What follows belongs to an exercise in optimizing a design on an open flow for small area, a short achievable clock period and few clock cycles; a production flow would make more cautious choices. Only simulation tests tie the RTL to the original design; equivalence was not proved. Power and IR drop assume default switching activity.

===== design/flow/design.v =====
package ram_skeleton_pkg;
  localparam logic [3:0] HEAD_TYPE_ID = 4'd5;
  localparam int         MAX_BANKS    = 4;
  localparam int         BANK_W       = 2;
  function automatic logic [11:0] bist_pattern(input logic [11:0] seed,
                                               input logic [6:0]  index,
                                               input logic        pass);
    logic [11:0] p;
    p = seed ^ {5'd0, index};
    bist_pattern = pass ? ~p : p;
  endfunction
endpackage
module bram_single #(
  parameter int DW = 12,
  parameter int AW = 7
) (
  input  logic          clk,
  input  logic          we,
  input  logic [AW-1:0] wadr,
  input  logic [DW-1:0] din,
  input  logic [AW-1:0] radr,
  output logic [DW-1:0] dout
);
  logic [DW-1:0] mem [2**AW];
  always_ff @(posedge clk) begin
    if (we) mem[wadr] <= din;
  end
  assign dout = mem[radr];
endmodule
module skeleton_ram_bist
#(
  parameter int BITWIDTH_IN   = 12,
  parameter int BITWIDTH_SYS  = 16,
  parameter int BITWIDTH_HEAD = 26,
  parameter int BITWIDTH_ADR  = 6,
  parameter int NUM_BANKS     = 2
) (
  input  logic                     CLK_SYS,
  input  logic                     RSTN,
  input  logic                     EN,
  input  logic                     TRGG_START_CALC,
  input  logic                     MODE,
  input  logic                     RnW,
  input  logic [1:0]               BANK_SEL,
  input  logic [BITWIDTH_ADR-1:0]  ADR,
  input  logic [BITWIDTH_SYS-1:0]  DATA_IN,
  output logic [BITWIDTH_SYS-1:0]  DATA_OUT,
  output logic [BITWIDTH_HEAD-1:0] DATA_HEAD,
  output logic                     RDY,
  output logic                     ERR
);
  localparam int IN    = BITWIDTH_IN;
  localparam int SYS   = BITWIDTH_SYS;
  localparam int AW    = BITWIDTH_ADR;
  localparam int IDX_W = AW + 1;
  localparam int CNT_W = 9;    
  logic              busy_q;    
  logic              rdy_q;     
  logic              rd_q;      
  logic              pass_q;
  logic [IDX_W-1:0]  idx_q;
  logic [IN-1:0]     seed_q;
  logic [SYS-1:0]    data_out_q;
  logic              err_q;
  logic              accept, idx_last;
  logic              man_wr, man_rd;
  logic              mem_we;
  logic [IDX_W-1:0]  mem_wadr, mem_radr;
  logic [IN-1:0]     mem_din, mem_dout, pattern;
  logic              mismatch;
  assign accept   = rdy_q && EN && TRGG_START_CALC;
  assign man_wr   = accept && !MODE && RnW && !BANK_SEL[1];
  assign man_rd   = accept && !MODE && !RnW;
  assign idx_last = &idx_q;
  assign pattern  = ram_skeleton_pkg::bist_pattern(seed_q, idx_q, pass_q);
  assign mismatch = busy_q && rd_q && (mem_dout != pattern);
  assign mem_we   = busy_q ? !rd_q   : man_wr;
  assign mem_wadr = busy_q ? idx_q   : {BANK_SEL[0], ADR};
  assign mem_radr = busy_q ? idx_q   : {BANK_SEL[0], ADR};
  assign mem_din  = busy_q ? pattern : DATA_IN[SYS-1 -: IN];
  bram_single #(.DW(IN), .AW(IDX_W)) u_mem (
    .clk  (CLK_SYS),
    .we   (mem_we),
    .wadr (mem_wadr),
    .din  (mem_din),
    .radr (mem_radr),
    .dout (mem_dout)
  );
  always_ff @(posedge CLK_SYS or negedge RSTN) begin
    if (!RSTN) begin
      busy_q     <= 1'b0;
      rdy_q      <= 1'b0;
      rd_q       <= 1'b0;
      pass_q     <= 1'b0;
      idx_q      <= '0;
      seed_q     <= '0;
      data_out_q <= '0;
      err_q      <= 1'b0;
    end else if (!busy_q) begin
      rdy_q <= 1'b1;
      if (accept && MODE) begin
        busy_q     <= 1'b1;
        rdy_q      <= 1'b0;
        rd_q       <= 1'b0;
        pass_q     <= 1'b0;
        idx_q      <= '0;
        seed_q     <= DATA_IN[SYS-1 -: IN];
        data_out_q <= '0;    
        err_q      <= 1'b0;  
      end else if (man_rd) begin
        data_out_q <= BANK_SEL[1] ? '0 : {mem_dout, 4'b0000};
      end
    end else begin
      idx_q <= idx_q + IDX_W'(1);
      if (idx_last) begin
        rd_q <= !rd_q;
        if (rd_q) begin
          pass_q <= 1'b1;
          if (pass_q) begin
            busy_q <= 1'b0;
            rdy_q  <= 1'b1;
          end
        end
      end
      if (mismatch) begin
        data_out_q[CNT_W-1:0] <= data_out_q[CNT_W-1:0] + CNT_W'(1);
        err_q                 <= 1'b1;
      end
    end
  end
  assign DATA_OUT  = data_out_q;
  assign RDY       = rdy_q;
  assign ERR       = err_q;
  assign DATA_HEAD = BITWIDTH_HEAD'({ram_skeleton_pkg::HEAD_TYPE_ID, 6'(BITWIDTH_ADR), 2'(NUM_BANKS - 1),
                                     4'd0, 5'(BITWIDTH_IN), 5'(BITWIDTH_IN)});
endmodule

===== design/flow/run.sh =====
#!/bin/bash
# synth_recipe.tcl (not shown) runs the flow's synth.tcl, then flattens the netlist and writes it again
# the make line also repeats each setting of config.mk as NAME=value (left out here)
make -C /OpenROAD-flow-scripts/flow DESIGN_CONFIG=/design/flow/config.mk WORK_HOME=/design/flow/orfs CLKGATE_MAP_FILE= SYNTH_SCRIPT=/design/flow/synth_recipe.tcl finish

===== design/flow/config.mk =====
export PLATFORM = sky130hd
export DESIGN_NAME = skeleton_ram_bist
export DESIGN_NICKNAME = skeleton_ram_bist
export VERILOG_FILES = /design/flow/design.v
export SDC_FILE = /design/flow/constraint.sdc
export NUM_CORES = 4
export LEC_CHECK = 0
export CAP_MARGIN = 20
export CORE_MARGIN = 2
export CORE_UTILIZATION = 40
export SLEW_MARGIN = 20

===== design/flow/constraint.sdc =====
create_clock -name core_clock -period 5.0 [get_ports {CLK_SYS}]
set_input_delay 1.0000 -clock core_clock [delete_from_list [all_inputs] [get_ports {CLK_SYS}]]
set_output_delay 1.0000 -clock core_clock [all_outputs]
set_load 0.01 [all_outputs]

==> results.txt <==
==> repair_timing <==
item                                    in CTS  in global routing
gates cloned                                 0                  1
pin swaps                                    0                  1
gates resized for setup                      2                 24
hold buffers                                 0                  0
endpoints found under the hold margin        0                  0
endpoints found under the setup margin       9                 10
==> sequential cells by signal, indices dropped and copies added (netlist names) <==
signal / cells
busy_q: 1
idx_q: 7
pass_q: 1
seed_q: 12
rdy_q: 1
data_out_q: 16
err_q: 1
u_mem.mem: 1536
rd_q: 1
==> through the flow <==
stage                     hold WS [ps]  cell area [um^2]  TNS (ps)
after global placement           502.8             70190     -7522
after floorplan                  500.8             62590     -8130
after detailed placement         492.8             70190     -8139
after CTS                        347.9             75290         0
after global routing             405.8             75450    -35.37
final                            356.3             75450         0
==> power groups by stage <==
stage,sequential [mW],combinational (mW),clock [mW]
after floorplan,18.9,8.97,0
after global placement,18.8,19.2,0
after detailed placement,18.8,19.4,0
after CTS,18.6,19.5,11.8
after global routing,18.6,20.9,12.4
final,18.6,19.8,11.7
==> kinds of logic (layout without fill, tap and decap cells) <==
kind of cell    after synthesis  count (layout)  share of synthesized area
buf+inv                     327            1030                    0.02483
mux                         168             168                    0.02782
xor+xnor                     37              37                   0.005187
other cells                   2              27                  0.0001202
flops                      1576            1576                     0.7543
simple gates               1505            1505                     0.1031
compound gates              736             736                    0.08422
fa+ha+maj                     2               2                  0.0004005
==> per-layer routing <==
| layer | routed length, um | GRT usage |
|---|---|---|
| met1 | 76330 | 0.3227 |
| met2 | 83490 | 0.3489 |
| met5 | 0 | 0 |
| met4 | 7447 | 0.09070 |
| met3 | 16590 | 0.04036 |
==> cells in the final DEF, fill, tap and decap left out, types with 27 or more instances in the layout <==
master,n
a21oi_1,78
a22oi_1,43
a31oi_1,139
a32oi_1,129
buf_12,63
buf_4,612
clkbuf_1,39
clkbuf_16,165
clkdlybuf4s50_1,42
clkinv_1,35
dfrtp_1,38
edfxtp_1,1536
mux2i_1,134
nand2_1,855
nand3_1,284
nor2_1,194
nor3_1,47
o21ai_0,68
o221ai_1,30
o22ai_1,97
xnor2_1,27
==> cell type report <==
class	instances	area share
inverters	15	0.0007462
clock buffers	204	0.05652
diodes	1	0.00003317
clock inverters	86	0.01091
flip-flops and latches	1576	0.6247
well taps	2058	0.03413
repair buffers	725	0.08469
multi-input cells	2474	0.1883
==> critical path, cell delays in order <==
cell and delay (ps):
clkdlybuf4s50_1 400, buf_4 180, buf_4 160, buf_4 160
nor3b_2 180, nor2_4 110, buf_4 310, buf_12 150
o221ai_1 120, a2111oi_0 680, o22a_1 290, a21oi_1 130
a32oi_2 170, buf_4 180, xnor2_1 80, or4_4 440
a2111oi_4 300, buf_4 210, o21ai_2 80, o211a_1 240
==> cell usage after synthesis, types with 7 or more instances <==
master and instances:
a21oi_1 85, buf_4 38, o22a_1 8, mux2i_1 135
o31ai_1 9, a32oi_1 130, a22o_1 12, nor2b_1 9
nand3_1 284, buf_2 127, a22oi_1 47, nor3_1 49
inv_1 15, nand2b_1 12, or4_1 7, a222oi_1 13
mux2_2 31, edfxtp_1 1536, or3_1 11, xor2_1 10
nor4_1 35, nor2_1 194, buf_1 33, o41ai_1 11
a221oi_1 9, a31oi_1 141, dfrtp_1 40, o221ai_1 30
o21ai_0 68, nand2_1 859, o22ai_1 97, clkbuf_1 111
o211ai_1 8, xnor2_1 27
==> how the worst min path moves through the flow <==
stage,startpoint,cells after the start,endpoint
after floorplan,seed_q[0]$_DFFE_PN0P_,1,seed_q[0]$_DFFE_PN0P_
after global placement,err_q$_DFFE_PN0P_,2,err_q$_DFFE_PN0P_
after detailed placement,data_out_q[14]$_DFFE_PN0P_,1,data_out_q[14]$_DFFE_PN0P_
after CTS,RSTN,1,data_out_q[5]$_DFFE_PN0P_
after global routing,RSTN,1,data_out_q[3]$_DFFE_PN0P_
final,RSTN,1,data_out_q[3]$_DFFE_PN0P_
==> impl_metrics.ini <==
[floorplan]
die_y_um = 399.2
die_w_um = 399.2
num_io_pins = 74
core_area_um2 = 155700
fp-row-count = 145
start_util = 0.4013
dieArea_um2 = 159400

[pwr]
power_density_nw_per_um2 = 663.5
combPwrFrac = 0.396
power.leakage_nw = 25.64
swShare = 0.3695
netSwitchingPower_mw = 18.50
power_mw = 50.06
peakVddDrop_uv = 530.1
p_seq_frac = 0.371
pwr-share-clk = 0.233
internal_power_mw = 31.57

[worst_setup_path]
path_class = input pin to flop
start_kind = input pin
crit_required_ps = 5700
crit_end = data_out_q[7]$_DFFE_PN0P_
arrival_ps = 5590
startpoint = ADR[1]
rrSetupSlack_ps = 140
rr_worst_depth = 18
path_max_fanout = 11
r2r-end = data_out_q[7]$_DFFE_PN0P_
r2r-start = busy_q$_DFF_PN0_
endpoint_kind = flop

[place]
dp_cells = 6847
dp_hpwl_um = 121400
gp_congestion = 0.9677
dpl_worst_slack_ps = -873.7
io_buffers = 43

[outcome]
status = no timing/DRC/antenna violations

[detailed_routing]
drt-total-wl_um = 183900
drtIter0Drc = 4905
drcViolationCount = 0
vias = 40890
detail-route-antenna-nets = 0
firstDrtPassIters = 6
route.detailed.wl_per_inst_um = 25.75
vias_per_cell = 5.727

[cts]
clock_path_buffers = 3
clock_latency_ps = 810
htree_levels = 4
tritoncts = built
root_buffer = clkbuf_16
clk_pin_slew_ps = 60
cts.sinks = 1576
cts_made_buffers = 162
cts_setup_buffers = 0

[logic_synthesis]
ys_seq_area_frac = 0.7543
yosysTopAreaCellShare = 0.7383
synth_top_flop_cell = edfxtp_1
postSynthAreaPerCell_um2 = 14.35
yosys_warnings = 2
netlist_top_cells_area = edfxtp_1 74%, nand2_1 5.2%, nand3_1 2.3%, mux2i_1 2.2%, a32oi_1 1.8%
synth-edff-count = 1536
ys_seq_elements = 1576
synth_cell_types = 85
synthCells = 4353
synth-async-reset-ratio = 0.02538
syn_area_um2 = 62470
yosys.area.top_type = edfxtp_1

[layout]
drive_gt1_frac = 0.1947
nNetsFinal = 4986
instances_no_fill = 7139
final_util = 0.4847
multi_input_area_um2 = 14210
seq_area_um2 = 47130
area_growth_pct = 20.77
nFillCells = 13300

[timing]
worst_pin_slew_ps = 1000
period_share = 0.9785
fin_skew_ps = 29.08
clock.fmax_mhz = 204.4
layout_min_cycle_time_ps = 4893
drv_slew = 0
setup_viol = 0
max-slew-margin-rel = 0.3333
hold_violations = 0
worst_slack_ps = 107.3

[job]
cap_viol_max_count = 0

[worst_hold_path]
hold_class = input pin to async pin

[global_route]
grt_max_degree = 88
antenna_found_initial = 4
grt.overflow.total = 0
track_usage = 0.2277
grt_pass1_wl_um = 266400
grt_pass1_vias = 39050
Testbench counts, summed over its fixed seeds: cycles 3,200.

-- what the ideal ports hide --
The results above use ideal ports. As a check the final layout listed here was re-extracted and re-timed, cells and wires unchanged. Step 1 assumes that a clkbuf_16 drives the clock port and a buf_2 every other input. Step 2 adds t to the input delays and takes it off the output delays; t is the mean of the earliest and latest rising clock arrival at the registers after step 1. Input paths then give back, and output paths get back, about the clock's delay inside the block. Three values: ideal, step 1, step 2; two values: the first two.
t (ns): 0.875
setup WS [ns]: 0.107 / 0.139 / -0.715
hold WS [ns]: 0.356 / 0.305 / 0.503
latest minus earliest clock arrival (ns): 0.030 / 0.030
cell pins on the clock port's net: 1
With both steps, setup timing fails in this run, where it was met with ideal ports. For this run, drivers alone change the setup slack by +0.032 ns; drivers and shift together by -0.822 ns.
